Source: an optimization exercise on an open RTL-to-GDS flow (aim: small area). Production flows keep margins and buffers that such runs may drop. The RTL was checked by simulation tests, not by an equivalence proof against the original design.

==> inputs of trial 73 <==
Design conv_core, start of the top module:
module conv_core (
  input  wire                                  clk,
  input  wire                                  rst_n,
  input  wire [16-1:0]               ifmap_dat,
  input  wire                                  ifmap_vld,
  input  wire [16-1:0]              weights_dat,
  input  wire                                  weights_vld,
  output wire [4*32-1:0]  ofmap_dat,
  output wire                                  ofmap_vld
);
clock: 10.0 ns
lec_check: 0
cap_margin: 20
core_margin: 2
core_utilization: 40
slew_margin: 20
run.sh (not shown) runs the stock make flow with config.mk's settings and CLKGATE_MAP_FILE= SYNTH_SCRIPT=/design/flow/synth_recipe.tcl, a recipe that flattens the netlist after the stock synthesis.
==> trial 22: changes against trial 73 <==
--- a/flow/design.v
+++ b/flow/design.v
@@ -855,13 +855,160 @@
   wire s143;
   wire c143;
   assign s143 = 1'b1 ^ base[31];
   assign c143 = 1'b1 & base[31];
   wire [31:0] ra = {c142, c141, c140, c139, c138, c137, c136, c135, c134, c133, c132, c131, c130, c129, c128, c127, c126, c125, c124, c123, c122, c121, c120, c119, c118, c117, c116, c115, c114, c113, c112, s112};
   wire [31:0] rb = {s143, s142, s141, s140, s139, s138, s137, s136, s135, s134, s133, s132, s131, s130, s129, s128, s127, s126, s125, s124, s123, s122, s121, s120, s119, s118, s117, s116, s115, s114, s113, base[0]};
-  assign sum = ra + rb;
+  wire [31:0] g0 = ra & rb;
+  wire [31:0] p0 = ra ^ rb;
+  wire bg0 = g0[1] | (p0[1] & g0[0]);
+  wire bp0 = p0[1] & p0[0];
+  wire bg1 = g0[3] | (p0[3] & g0[2]);
+  wire bp1 = p0[3] & p0[2];
+  wire bg2 = g0[5] | (p0[5] & g0[4]);
+  wire bp2 = p0[5] & p0[4];
+  wire bg3 = g0[7] | (p0[7] & g0[6]);
+  wire bp3 = p0[7] & p0[6];
+  wire bg4 = g0[9] | (p0[9] & g0[8]);
+  wire bp4 = p0[9] & p0[8];
+  wire bg5 = g0[11] | (p0[11] & g0[10]);
+  wire bp5 = p0[11] & p0[10];
+  wire bg6 = g0[13] | (p0[13] & g0[12]);
+  wire bp6 = p0[13] & p0[12];
+  wire bg7 = g0[15] | (p0[15] & g0[14]);
+  wire bp7 = p0[15] & p0[14];
+  wire bg8 = g0[17] | (p0[17] & g0[16]);
+  wire bp8 = p0[17] & p0[16];
+  wire bg9 = g0[19] | (p0[19] & g0[18]);
+  wire bp9 = p0[19] & p0[18];
+  wire bg10 = g0[21] | (p0[21] & g0[20]);
+  wire bp10 = p0[21] & p0[20];
+  wire bg11 = g0[23] | (p0[23] & g0[22]);
+  wire bp11 = p0[23] & p0[22];
+  wire bg12 = g0[25] | (p0[25] & g0[24]);
+  wire bp12 = p0[25] & p0[24];
+  wire bg13 = g0[27] | (p0[27] & g0[26]);
+  wire bp13 = p0[27] & p0[26];
+  wire bg14 = g0[29] | (p0[29] & g0[28]);
+  wire bp14 = p0[29] & p0[28];
+  wire bg15 = g0[31] | (p0[31] & g0[30]);
+  wire bp15 = p0[31] & p0[30];
+  wire bg16 = bg1 | (bp1 & bg0);
+  wire bp16 = bp1 & bp0;
+  wire bg17 = bg3 | (bp3 & bg2);
+  wire bp17 = bp3 & bp2;
+  wire bg18 = bg5 | (bp5 & bg4);
+  wire bp18 = bp5 & bp4;
+  wire bg19 = bg7 | (bp7 & bg6);
+  wire bp19 = bp7 & bp6;
+  wire bg20 = bg9 | (bp9 & bg8);
+  wire bp20 = bp9 & bp8;
+  wire bg21 = bg11 | (bp11 & bg10);
+  wire bp21 = bp11 & bp10;
+  wire bg22 = bg13 | (bp13 & bg12);
+  wire bp22 = bp13 & bp12;
+  wire bg23 = bg15 | (bp15 & bg14);
+  wire bp23 = bp15 & bp14;
+  wire bg24 = bg17 | (bp17 & bg16);
+  wire bp24 = bp17 & bp16;
+  wire bg25 = bg19 | (bp19 & bg18);
+  wire bp25 = bp19 & bp18;
+  wire bg26 = bg21 | (bp21 & bg20);
+  wire bp26 = bp21 & bp20;
+  wire bg27 = bg23 | (bp23 & bg22);
+  wire bp27 = bp23 & bp22;
+  wire bg28 = bg25 | (bp25 & bg24);
+  wire bp28 = bp25 & bp24;
+  wire bg29 = bg27 | (bp27 & bg26);
+  wire bp29 = bp27 & bp26;
+  wire bg30 = bg29 | (bp29 & bg28);
+  wire bp30 = bp29 & bp28;
+  wire bg31 = bg26 | (bp26 & bg28);
+  wire bp31 = bp26 & bp28;
+  wire bg32 = bg18 | (bp18 & bg24);
+  wire bp32 = bp18 & bp24;
+  wire bg33 = bg20 | (bp20 & bg28);
+  wire bp33 = bp20 & bp28;
+  wire bg34 = bg22 | (bp22 & bg31);
+  wire bp34 = bp22 & bp31;
+  wire bg35 = bg2 | (bp2 & bg16);
+  wire bp35 = bp2 & bp16;
+  wire bg36 = bg4 | (bp4 & bg24);
+  wire bp36 = bp4 & bp24;
+  wire bg37 = bg6 | (bp6 & bg32);
+  wire bp37 = bp6 & bp32;
+  wire bg38 = bg8 | (bp8 & bg28);
+  wire bp38 = bp8 & bp28;
+  wire bg39 = bg10 | (bp10 & bg33);
+  wire bp39 = bp10 & bp33;
+  wire bg40 = bg12 | (bp12 & bg31);
+  wire bp40 = bp12 & bp31;
+  wire bg41 = bg14 | (bp14 & bg34);
+  wire bp41 = bp14 & bp34;
+  wire bg42 = g0[2] | (p0[2] & bg0);
+  wire bp42 = p0[2] & bp0;
+  wire bg43 = g0[4] | (p0[4] & bg16);
+  wire bp43 = p0[4] & bp16;
+  wire bg44 = g0[6] | (p0[6] & bg35);
+  wire bp44 = p0[6] & bp35;
+  wire bg45 = g0[8] | (p0[8] & bg24);
+  wire bp45 = p0[8] & bp24;
+  wire bg46 = g0[10] | (p0[10] & bg36);
+  wire bp46 = p0[10] & bp36;
+  wire bg47 = g0[12] | (p0[12] & bg32);
+  wire bp47 = p0[12] & bp32;
+  wire bg48 = g0[14] | (p0[14] & bg37);
+  wire bp48 = p0[14] & bp37;
+  wire bg49 = g0[16] | (p0[16] & bg28);
+  wire bp49 = p0[16] & bp28;
+  wire bg50 = g0[18] | (p0[18] & bg38);
+  wire bp50 = p0[18] & bp38;
+  wire bg51 = g0[20] | (p0[20] & bg33);
+  wire bp51 = p0[20] & bp33;
+  wire bg52 = g0[22] | (p0[22] & bg39);
+  wire bp52 = p0[22] & bp39;
+  wire bg53 = g0[24] | (p0[24] & bg31);
+  wire bp53 = p0[24] & bp31;
+  wire bg54 = g0[26] | (p0[26] & bg40);
+  wire bp54 = p0[26] & bp40;
+  wire bg55 = g0[28] | (p0[28] & bg34);
+  wire bp55 = p0[28] & bp34;
+  wire bg56 = g0[30] | (p0[30] & bg41);
+  wire bp56 = p0[30] & bp41;
+  assign sum[0] = p0[0];
+  assign sum[1] = p0[1] ^ g0[0];
+  assign sum[2] = p0[2] ^ bg0;
+  assign sum[3] = p0[3] ^ bg42;
+  assign sum[4] = p0[4] ^ bg16;
+  assign sum[5] = p0[5] ^ bg43;
+  assign sum[6] = p0[6] ^ bg35;
+  assign sum[7] = p0[7] ^ bg44;
+  assign sum[8] = p0[8] ^ bg24;
+  assign sum[9] = p0[9] ^ bg45;
+  assign sum[10] = p0[10] ^ bg36;
+  assign sum[11] = p0[11] ^ bg46;
+  assign sum[12] = p0[12] ^ bg32;
+  assign sum[13] = p0[13] ^ bg47;
+  assign sum[14] = p0[14] ^ bg37;
+  assign sum[15] = p0[15] ^ bg48;
+  assign sum[16] = p0[16] ^ bg28;
+  assign sum[17] = p0[17] ^ bg49;
+  assign sum[18] = p0[18] ^ bg38;
+  assign sum[19] = p0[19] ^ bg50;
+  assign sum[20] = p0[20] ^ bg33;
+  assign sum[21] = p0[21] ^ bg51;
+  assign sum[22] = p0[22] ^ bg39;
+  assign sum[23] = p0[23] ^ bg52;
+  assign sum[24] = p0[24] ^ bg31;
+  assign sum[25] = p0[25] ^ bg53;
+  assign sum[26] = p0[26] ^ bg40;
+  assign sum[27] = p0[27] ^ bg54;
+  assign sum[28] = p0[28] ^ bg34;
+  assign sum[29] = p0[29] ^ bg55;
+  assign sum[30] = p0[30] ^ bg41;
+  assign sum[31] = p0[31] ^ bg56;
 endmodule
 `default_nettype wire
 `timescale 1ns/1ps
 `default_nettype none
 module conv_core (
   input  wire                                  clk,
@@ -947,32 +1094,40 @@
       );
       always @(posedge clk) begin
         acc[c] <= sum[32*c +: 32];    
       end
     end
   endgenerate
-  reg  [127:0] slot [0:NS-1];
-  reg  [2:0]   wp, rp;
-  reg  [2:0]   ocnt;
-  reg          oact;
+  reg  [127:0]   slot [0:NS-1];
+  reg  [NS-1:0]  wp, rp;
+  reg  [2:0]     ocnt;
+  reg            oact;
+  reg  [127:0]   rd;
+  integer        s;
   always @(posedge clk) begin
-    if (pv && plast) slot[wp] <= sum;
+    for (s = 0; s < NS; s = s + 1)
+      if (pv && plast && wp[s]) slot[s] <= sum;
+  end
+  always @(*) begin
+    rd = 128'd0;
+    for (s = 0; s < NS; s = s + 1)
+      rd = rd | (slot[s] & {128{rp[s]}});
   end
   always @(posedge clk or negedge rst_n) begin
     if (!rst_n) begin
-      wp   <= 3'd0;
-      rp   <= 3'd0;
+      wp   <= {{(NS-1){1'b0}}, 1'b1};
+      rp   <= {{(NS-1){1'b0}}, 1'b1};
       ocnt <= 3'd0;
       oact <= 1'b0;
     end else begin
-      if (pv && plast) wp <= (wp == NS-1) ? 3'd0 : wp + 3'd1;
+      if (pv && plast) wp <= {wp[NS-2:0], wp[NS-1]};
       if (ofmap_vld) begin
-        rp   <= (rp == NS-1) ? 3'd0 : rp + 3'd1;
+        rp   <= {rp[NS-2:0], rp[NS-1]};
         ocnt <= ocnt + 3'd1;
         oact <= (ocnt != 3'd7);
       end
     end
   end
   assign ofmap_vld = pbank || oact;
-  assign ofmap_dat = slot[rp];
+  assign ofmap_dat = rd;
 endmodule
 `default_nettype wire
- CTS_CLUSTER_DIAMETER: unset -> 100
- CTS_CLUSTER_SIZE: unset -> 20
==> impl_table.tex <==
\begin{tabular}{lr}
\hline
Metric & Value \\
\hline
\multicolumn{2}{l}{\textbf{Worst hold path}} \\
Origin of the worst min-delay path & dl\_d[1][8] \\
Hold Path Sink & dl\_d[2][8] \\
\multicolumn{2}{l}{\textbf{Drt}} \\
Number of iterations in the first detailed-routing pass & 5 \\
Violation count after the first detailed-route iteration & 4262 \\
\multicolumn{2}{l}{\textbf{GRT}} \\
Grt met3 use & 3.207\% \\
Overall track demand over capacity in global routing & 18.98\% \\
Met2 track demand over resource in global routing & 30.95\% \\
\multicolumn{2}{l}{\textbf{Logic synthesis}} \\
Xor and xnor area share after synthesis & 7.425\% \\
Top cells by instance count after synthesis & 1152 x edfxtp\_1, 582 x inv\_1, 464 x xnor2\_1 \\
\multicolumn{2}{l}{\textbf{Place}} \\
Placer congestion estimate & 0.8546 \\
\multicolumn{2}{l}{\textbf{Status}} \\
Status & finished clean \\
\multicolumn{2}{l}{\textbf{STA}} \\
Min Clock Period, post-route & 8.316 ns \\
\multicolumn{2}{l}{\textbf{Setup path}} \\
Delay of the slowest cell on the worst path & 0.71 ns \\
\hline
\end{tabular}
That was trial 73.
==> impl_table.tex <==
\begin{tabular}{lr}
\hline
Metric & Value \\
\hline
\multicolumn{2}{l}{\textbf{GRT}} \\
Grt met3 use & 2.915\% \\
Met2 track demand over resource in global routing & 30.84\% \\
Overall track demand over capacity in global routing & 20.23\% \\
\multicolumn{2}{l}{\textbf{Worst hold path}} \\
Hold Path Sink & dl\_d[8][7] \\
\multicolumn{2}{l}{\textbf{Logic synthesis}} \\
Top cells by instance count after synthesis & 1152 x edfxtp\_1, 713 x a22oi\_1, 650 x inv\_1 \\
Xor and xnor area share after synthesis & 6.529\% \\
\multicolumn{2}{l}{\textbf{Setup path}} \\
Delay of the slowest cell on the worst path & 0.81 ns \\
\multicolumn{2}{l}{\textbf{Status}} \\
Status & finished clean \\
\multicolumn{2}{l}{\textbf{Drt}} \\
Violation count after the first detailed-route iteration & 5031 \\
\hline
\end{tabular}
That was trial 22.

[re-timing with driven ports]
The results above use ideal ports. As a check the final layouts listed here were re-extracted and re-timed, cells and wires unchanged. Step 1 assumes that a clkbuf_16 drives the clock port and a buf_2 every other input. Step 2 also shifts input and output timing later by t, the mid clock arrival at the registers, as if the neighbouring blocks saw the same clock. Three values: ideal ports, drivers, drivers and shift; two values: the first two.
run | shift t [ns] | setup WS [ns] | worst data-port slew with drivers (ns)
trial 73 | 0.875 | 1.684 / 1.684 / 1.684 | 0.08
trial 22 | 0.823 | 1.482 / 1.482 / 1.482 | 0.10
After both steps every run listed still meets setup and hold.
